Context: an optimization exercise on an open-source flow, tuned for small area, a short achievable clock period and few clock cycles. The choices shown serve that exercise and are no tape-out recipe.
RTL that was checked went through simulation tests only; none was proved equivalent to the original.
No activity file was given, so power comes from the tool's default toggle rates.

Setup of run A:
==> flow/design.v <==
package mams_pkg;
  localparam int unsigned ResponseW = 4;
  localparam int unsigned CountW    = 8;
  localparam int unsigned TotalW    = 11;
  localparam int unsigned MeanW     = 12;
  localparam int unsigned MedianW   = 4;
  localparam int unsigned FracBits  = 8;
  localparam int unsigned RecW = CountW + TotalW + MedianW + 1;
endpackage
module mams_cell (
  input  logic       clk_i,
  input  logic       clr_i,
  input  logic       inc_i,
  input  logic [6:0] k_i,
  output logic       flag_o
);
  logic [6:0] c_q;
  logic [6:0] g, e;
  logic       g65, e65, g43, e43, g21, e21, g63, e63, g20, e20, gt, eq;
  assign g = c_q & ~k_i;
  assign e = ~(c_q ^ k_i);
  assign g65 = g[6] | (e[6] & g[5]);
  assign e65 = e[6] & e[5];
  assign g43 = g[4] | (e[4] & g[3]);
  assign e43 = e[4] & e[3];
  assign g21 = g[2] | (e[2] & g[1]);
  assign e21 = e[2] & e[1];
  assign g63 = g65 | (e65 & g43);
  assign e63 = e65 & e43;
  assign g20 = g21 | (e21 & g[0]);
  assign e20 = e21 & e[0];
  assign gt  = g63 | (e63 & g20);
  assign eq  = e63 & e20;
  assign flag_o = clr_i ? inc_i : (gt | (inc_i & eq));
  logic [6:0] sum;
  logic       co;
  assign {co, sum} = {1'b0, c_q} + {7'd0, inc_i};
  always_ff @(posedge clk_i) begin
    if (clr_i) c_q <= {6'd0, inc_i};
    else       c_q <= sum | {7{co}};
  end
endmodule
module mams_div (
  input  logic                      clk_i,
  input  logic                      rst_ni,
  input  logic                      load_i,
  input  logic [mams_pkg::RecW-1:0] rec_i,
  output logic                      free_o,    
  output logic                      soon_o,    
  output logic                      valid_o,
  output logic [7:0]                count_o,
  output logic [10:0]               total_o,
  output logic [11:0]               mean_o,
  output logic [3:0]                median_o,
  output logic                      overflow_o
);
  logic [3:0]  cnt_q;      
  logic        run_q;
  logic        valid_q;
  logic [7:0]  dn_q;
  logic [10:0] dt_q;
  logic [3:0]  dm_q;
  logic        do_q;
  logic [11:0] q_q;
  logic [7:0]  rem_q;
  logic [7:0]  rc;
  logic [10:0] rs;
  logic [8:0]  trial;
  logic [8:0]  step;
  logic        sub;
  assign {rc, rs} = rec_i[mams_pkg::RecW-1:5];
  assign sub   = !rem_q[7];
  assign trial = {rem_q, q_q[11]};
  assign step  = trial + ({1'b0, dn_q} ^ {9{sub}}) + {8'd0, sub};
  assign free_o = !run_q;
  assign soon_o = run_q ? cnt_q <= 4'd3 : !load_i;
  always_ff @(posedge clk_i or negedge rst_ni) begin
    if (!rst_ni) begin
      run_q   <= 1'b0;
      valid_q <= 1'b0;
      cnt_q   <= '0;
    end else begin
      valid_q <= run_q && cnt_q == 4'd1;
      if (load_i) begin
        run_q <= 1'b1;
        cnt_q <= 4'd12;
      end else if (run_q) begin
        cnt_q <= cnt_q - 4'd1;
        if (cnt_q == 4'd1) run_q <= 1'b0;
      end
    end
  end
  always_ff @(posedge clk_i) begin
    if (load_i) begin
      {dn_q, dt_q, dm_q, do_q} <= rec_i;
    end
  end
  always_ff @(posedge clk_i) begin
    if (load_i) begin
      rem_q <= {1'b0, rs[10:4]};
      q_q   <= {rs[3:0], 8'd0};
    end else begin
      rem_q <= step[7:0];
      q_q   <= {q_q[10:0], !step[8]};
    end
  end
  assign valid_o    = valid_q;
  assign count_o    = dn_q;
  assign total_o    = dt_q;
  assign mean_o     = q_q;
  assign median_o   = dm_q;
  assign overflow_o = do_q;
endmodule
module mean_and_median_of_set (
  input  logic                           clk_i,
  input  logic                           rst_ni,
  input  logic                           start,
  output logic                           busy,
  input  logic [mams_pkg::ResponseW-1:0] response_i,
  input  logic                           last_i,
  output logic                           valid_o,
  output logic [mams_pkg::CountW-1:0]    count_o,
  output logic [mams_pkg::TotalW-1:0]    total_o,
  output logic [mams_pkg::MeanW-1:0]     mean_q8_o,
  output logic [mams_pkg::MedianW-1:0]   median_o,
  output logic                           overflow_o
);
  logic       busy_q;
  logic       in_v;       
  logic       in_keep;    
  logic [3:0] in_x;
  logic       in_last;
  logic       take;
  logic       room;       
  assign busy = busy_q;
  assign take = start && !busy_q;
  always_ff @(posedge clk_i or negedge rst_ni) begin
    if (!rst_ni) begin
      in_v    <= 1'b0;
      in_keep <= 1'b0;
    end else begin
      in_v    <= take;
      in_keep <= take && room;
    end
  end
  always_ff @(posedge clk_i) begin
    in_x    <= response_i;
    in_last <= last_i;
  end
  logic        fresh_q;    
  logic        rec_v_q;    
  logic        close;
  logic [6:0]  k_q;        
  logic        p_q;        
  logic [14:0] flag_q;     
  logic [7:0]  cnt;
  logic [3:0]  slo_q;      
  logic [6:0]  shi_q;      
  logic        sc_q;       
  logic [6:0]  shi;
  logic [4:0]  slo;
  logic        ovf_q;
  logic [14:0] flag;
  logic [15:0] f;
  logic [3:0]  med;
  logic [mams_pkg::RecW-1:0] rec;
  assign close = in_v && in_last;
  assign room  = close || fresh_q || !(k_q[6] && (!p_q || in_keep));
  always_ff @(posedge clk_i or negedge rst_ni) begin
    if (!rst_ni) begin
      fresh_q <= 1'b1;
      rec_v_q <= 1'b0;
    end else begin
      fresh_q <= close;
      rec_v_q <= close;
    end
  end
  always_ff @(posedge clk_i) begin
    if (fresh_q) begin
      k_q   <= {6'd0, in_keep};
      p_q   <= in_keep;
      ovf_q <= in_v && !in_keep;
    end else begin
      k_q   <= k_q + {6'd0, in_keep && !p_q};
      p_q   <= p_q ^ in_keep;
      ovf_q <= ovf_q || (in_v && !in_keep);
    end
  end
  assign shi = shi_q + {6'd0, sc_q};
  assign slo = (fresh_q ? 5'd0 : {1'b0, slo_q}) + (in_keep ? {1'b0, in_x} : 5'd0);
  always_ff @(posedge clk_i) begin
    slo_q <= slo[3:0];
    sc_q  <= slo[4];
    shi_q <= fresh_q ? 7'd0 : shi;
  end
  for (genvar v = 0; v < 15; v++) begin : g_cum
    mams_cell u_cell (
      .clk_i (clk_i),
      .clr_i (fresh_q),
      .inc_i (in_keep && (in_x <= 4'(v))),
      .k_i   (k_q),
      .flag_o(flag[v])
    );
  end
  always_ff @(posedge clk_i) begin
    flag_q <= flag;
  end
  assign f = {1'b1, flag_q};
  always_comb begin
    med[3] = !f[7];
    med[2] = (f[7] && !f[3]) || (f[15] && !f[11]);
    med[1] = 1'b0;
    for (int j = 0; j < 4; j++) med[1] = med[1] || (f[4*j+3] && !f[4*j+1]);
    med[0] = 1'b0;
    for (int j = 0; j < 8; j++) med[0] = med[0] || (f[2*j+1] && !f[2*j]);
  end
  assign cnt = p_q ? {k_q - 7'd1, 1'b1} : {k_q, 1'b0};
  assign rec = {cnt, shi, slo_q, med, ovf_q};
  logic [mams_pkg::RecW-1:0] slot0_q, slot1_q;
  logic       ge1_q, ge2_q;    
  logic       ge1_d, ge2_d;
  logic       div_free, div_soon, div_load;
  logic       pop, push;
  logic [mams_pkg::RecW-1:0] div_rec;
  assign div_load = div_free && ge1_q;
  assign div_rec  = slot0_q;
  assign pop      = div_load;
  assign push     = rec_v_q;
  always_comb begin
    ge1_d = ge1_q;
    ge2_d = ge2_q;
    if (push && !pop) begin
      ge1_d = 1'b1;
      ge2_d = ge1_q;
    end else if (pop && !push) begin
      ge1_d = ge2_q;
      ge2_d = 1'b0;
    end
  end
  always_ff @(posedge clk_i or negedge rst_ni) begin
    if (!rst_ni) begin
      ge1_q <= 1'b0;
      ge2_q <= 1'b0;
    end else begin
      ge1_q <= ge1_d;
      ge2_q <= ge2_d;
    end
  end
  always_ff @(posedge clk_i) begin
    if (!ge1_q || pop) slot0_q <= ge2_q ? slot1_q : rec;
    if (rec_v_q)       slot1_q <= rec;
  end
  logic ca, cb, due2, due3;
  assign ca   = close;
  assign cb   = take && last_i;
  assign due2 = ge2_d || (ge1_d && (ca || cb)) || (ca && cb);
  assign due3 = (ge2_d && (ca || cb)) || (ge1_d && ca && cb);
  always_ff @(posedge clk_i or negedge rst_ni) begin
    if (!rst_ni) busy_q <= 1'b0;
    else         busy_q <= div_soon ? due3 : due2;
  end
  mams_div u_div (
    .clk_i     (clk_i),
    .rst_ni    (rst_ni),
    .load_i    (div_load),
    .rec_i     (div_rec),
    .free_o    (div_free),
    .soon_o    (div_soon),
    .valid_o   (valid_o),
    .count_o   (count_o),
    .total_o   (total_o),
    .mean_o    (mean_q8_o),
    .median_o  (median_o),
    .overflow_o(overflow_o)
  );
endmodule
Settings: LEC_CHECK=0, ABC_CLOCK_PERIOD_IN_PS=2200, CAP_MARGIN=20, CORE_MARGIN=2, CORE_UTILIZATION=70, CTS_CLUSTER_DIAMETER=80, CTS_CLUSTER_SIZE=20, PLACE_DENSITY=0.8, SETUP_SLACK_MARGIN=3.8, SLEW_MARGIN=20; clock period 6.0 ns.
run.sh (not shown) runs the stock make flow with config.mk's settings and CLKGATE_MAP_FILE= SYNTH_SCRIPT=/design/flow/synth_recipe.tcl, a recipe that flattens the netlist after the stock synthesis.
Testbench counts of run A, summed over its fixed seeds: cycles 54,465.
Inputs modified between run A and run B:
==> flow/design.v, changed modules only <==
module mams_cell (
  input  logic       clk_i,
  input  logic       clr_i,
  input  logic       inc_i,
  input  logic [6:0] k_i,
  output logic       flag_o
);
  logic [6:0] c_q;
  logic [6:0] unused_sum;
  logic       pass;
  assign {pass, unused_sum} = {1'b0, c_q} + {1'b0, ~k_i} + {7'd0, inc_i};
  assign flag_o = clr_i ? inc_i : pass;
  always_ff @(posedge clk_i) begin
    if (clr_i) begin
      c_q <= {6'd0, inc_i};
    end else if (inc_i && !(&c_q)) begin
      c_q <= c_q + 7'd1;
    end
  end
endmodule
module mean_and_median_of_set (
  input  logic                           clk_i,
  input  logic                           rst_ni,
  input  logic                           start,
  output logic                           busy,
  input  logic [mams_pkg::ResponseW-1:0] response_i,
  input  logic                           last_i,
  output logic                           valid_o,
  output logic [mams_pkg::CountW-1:0]    count_o,
  output logic [mams_pkg::TotalW-1:0]    total_o,
  output logic [mams_pkg::MeanW-1:0]     mean_q8_o,
  output logic [mams_pkg::MedianW-1:0]   median_o,
  output logic                           overflow_o
);
  logic       busy_q;
  logic       in_v;       
  logic       in_keep;    
  logic [3:0] in_x;
  logic       in_last;
  logic       take;
  logic       room;       
  assign busy = busy_q;
  assign take = start && !busy_q;
  always_ff @(posedge clk_i or negedge rst_ni) begin
    if (!rst_ni) begin
      in_v    <= 1'b0;
      in_keep <= 1'b0;
    end else begin
      in_v    <= take;
      in_keep <= take && room;
    end
  end
  always_ff @(posedge clk_i) begin
    in_x    <= response_i;
    in_last <= last_i;
  end
  logic        fresh_q;    
  logic        rec_v_q;    
  logic        close;
  logic [6:0]  k_q;        
  logic        p_q;        
  logic [14:0] flag_q;     
  logic [7:0]  cnt;
  logic [10:0] s_q;
  logic        ovf_q;
  logic [14:0] flag;
  logic [15:0] f;
  logic [3:0]  med;
  logic [mams_pkg::RecW-1:0] rec;
  assign close = in_v && in_last;
  assign room  = close || fresh_q || !(k_q[6] && (!p_q || in_keep));
  always_ff @(posedge clk_i or negedge rst_ni) begin
    if (!rst_ni) begin
      fresh_q <= 1'b1;
      rec_v_q <= 1'b0;
    end else begin
      fresh_q <= close;
      rec_v_q <= close;
    end
  end
  always_ff @(posedge clk_i) begin
    if (fresh_q) begin
      k_q   <= {6'd0, in_keep};
      p_q   <= in_keep;
      s_q   <= in_keep ? {7'd0, in_x} : 11'd0;
      ovf_q <= in_v && !in_keep;
    end else begin
      k_q   <= k_q + {6'd0, in_keep && !p_q};
      p_q   <= p_q ^ in_keep;
      s_q   <= s_q + (in_keep ? {7'd0, in_x} : 11'd0);
      ovf_q <= ovf_q || (in_v && !in_keep);
    end
  end
  for (genvar v = 0; v < 15; v++) begin : g_cum
    mams_cell u_cell (
      .clk_i (clk_i),
      .clr_i (fresh_q),
      .inc_i (in_keep && (in_x <= 4'(v))),
      .k_i   (k_q),
      .flag_o(flag[v])
    );
  end
  always_ff @(posedge clk_i) begin
    flag_q <= flag;
  end
  assign f = {1'b1, flag_q};
  always_comb begin
    med[3] = !f[7];
    med[2] = (f[7] && !f[3]) || (f[15] && !f[11]);
    med[1] = 1'b0;
    for (int j = 0; j < 4; j++) med[1] = med[1] || (f[4*j+3] && !f[4*j+1]);
    med[0] = 1'b0;
    for (int j = 0; j < 8; j++) med[0] = med[0] || (f[2*j+1] && !f[2*j]);
  end
  assign cnt = p_q ? {k_q - 7'd1, 1'b1} : {k_q, 1'b0};
  assign rec = {cnt, s_q, med, ovf_q};
  logic [mams_pkg::RecW-1:0] slot0_q, slot1_q;
  logic       ge1_q, ge2_q;    
  logic       ge1_d, ge2_d;
  logic       div_free, div_soon, div_load;
  logic       pop, push;
  logic [mams_pkg::RecW-1:0] div_rec;
  assign div_load = div_free && (ge1_q || rec_v_q);
  assign div_rec  = ge1_q ? slot0_q : rec;
  assign pop      = div_free && ge1_q;
  assign push     = rec_v_q && !(div_free && !ge1_q);
  always_comb begin
    ge1_d = ge1_q;
    ge2_d = ge2_q;
    if (push && !pop) begin
      ge1_d = 1'b1;
      ge2_d = ge1_q;
    end else if (pop && !push) begin
      ge1_d = ge2_q;
      ge2_d = 1'b0;
    end
  end
  always_ff @(posedge clk_i or negedge rst_ni) begin
    if (!rst_ni) begin
      ge1_q <= 1'b0;
      ge2_q <= 1'b0;
    end else begin
      ge1_q <= ge1_d;
      ge2_q <= ge2_d;
    end
  end
  always_ff @(posedge clk_i) begin
    if (!ge1_q || pop) slot0_q <= ge2_q ? slot1_q : rec;
    if (rec_v_q)       slot1_q <= rec;
  end
  logic ca, cb, due2, due3;
  assign ca   = close;
  assign cb   = take && last_i;
  assign due2 = ge2_d || (ge1_d && (ca || cb)) || (ca && cb);
  assign due3 = (ge2_d && (ca || cb)) || (ge1_d && ca && cb);
  always_ff @(posedge clk_i or negedge rst_ni) begin
    if (!rst_ni) busy_q <= 1'b0;
    else         busy_q <= div_soon ? due3 : due2;
  end
  mams_div u_div (
    .clk_i     (clk_i),
    .rst_ni    (rst_ni),
    .load_i    (div_load),
    .rec_i     (div_rec),
    .free_o    (div_free),
    .soon_o    (div_soon),
    .valid_o   (valid_o),
    .count_o   (count_o),
    .total_o   (total_o),
    .mean_o    (mean_q8_o),
    .median_o  (median_o),
    .overflow_o(overflow_o)
  );
endmodule
Findings:
Looking only at clock skew, and setting everything else aside, the higher value of run B and run A goes to run B.
Run B ended with more area overhead of the layout relative to synthesis than run A.
In terms of sequential-to-total area share from yosys stat, run B and run A differ only marginally.
Power: run B draws more than run A
Compared with run A, run B shows a portion of total power attributed to combinational logic that is 1.9 points higher.
Worst hold slack, run B and run A, lower one = run A.
Per the comparison of run B with run A, synthesized cell count now larger; combined global-route utilization of all metal layers level; final setup slack of the worst path decreased 0.016 ns; area after synthesis up 2.5%.
Diff run A -> run B | fill cell total of the finished layout | decrease of 2.7%
Run B ended up with a higher combinational power than run A did.
For run B, only the layout was checked, not whether the RTL still works.

==> static timing again, ports no longer ideal <==
How much do the figures lean on ideal ports? The routed layouts below were timed once more, with nothing changed but the port constraints.
Step 1 assumes that a clkbuf_16 drives the clock port and a buf_2 every other input.
Step 2 adds t to the input delays and takes it off the output delays; t is the mean of the earliest and latest rising clock arrival at the registers after step 1. Input paths then give back, and output paths get back, about the clock's delay inside the block.
Slacks: ideal ports / drivers / drivers and shift; pairs: ideal ports / drivers.
run | shift t [ns] | slack for setup (ns) | clock arrival spread, ns | worst slew at a driven data input, ns
run A | 0.530 | 3.731 / 3.685 / 3.578 | 0.009 / 0.009 | 0.03
run B | 0.526 | 3.715 / 3.671 / 3.660 | 0.016 / 0.016 | 0.04
After both steps every run listed still meets setup and hold. The setup slack of run A, which loses most, moves by -0.046 ns with the drivers and by -0.153 ns with both steps.
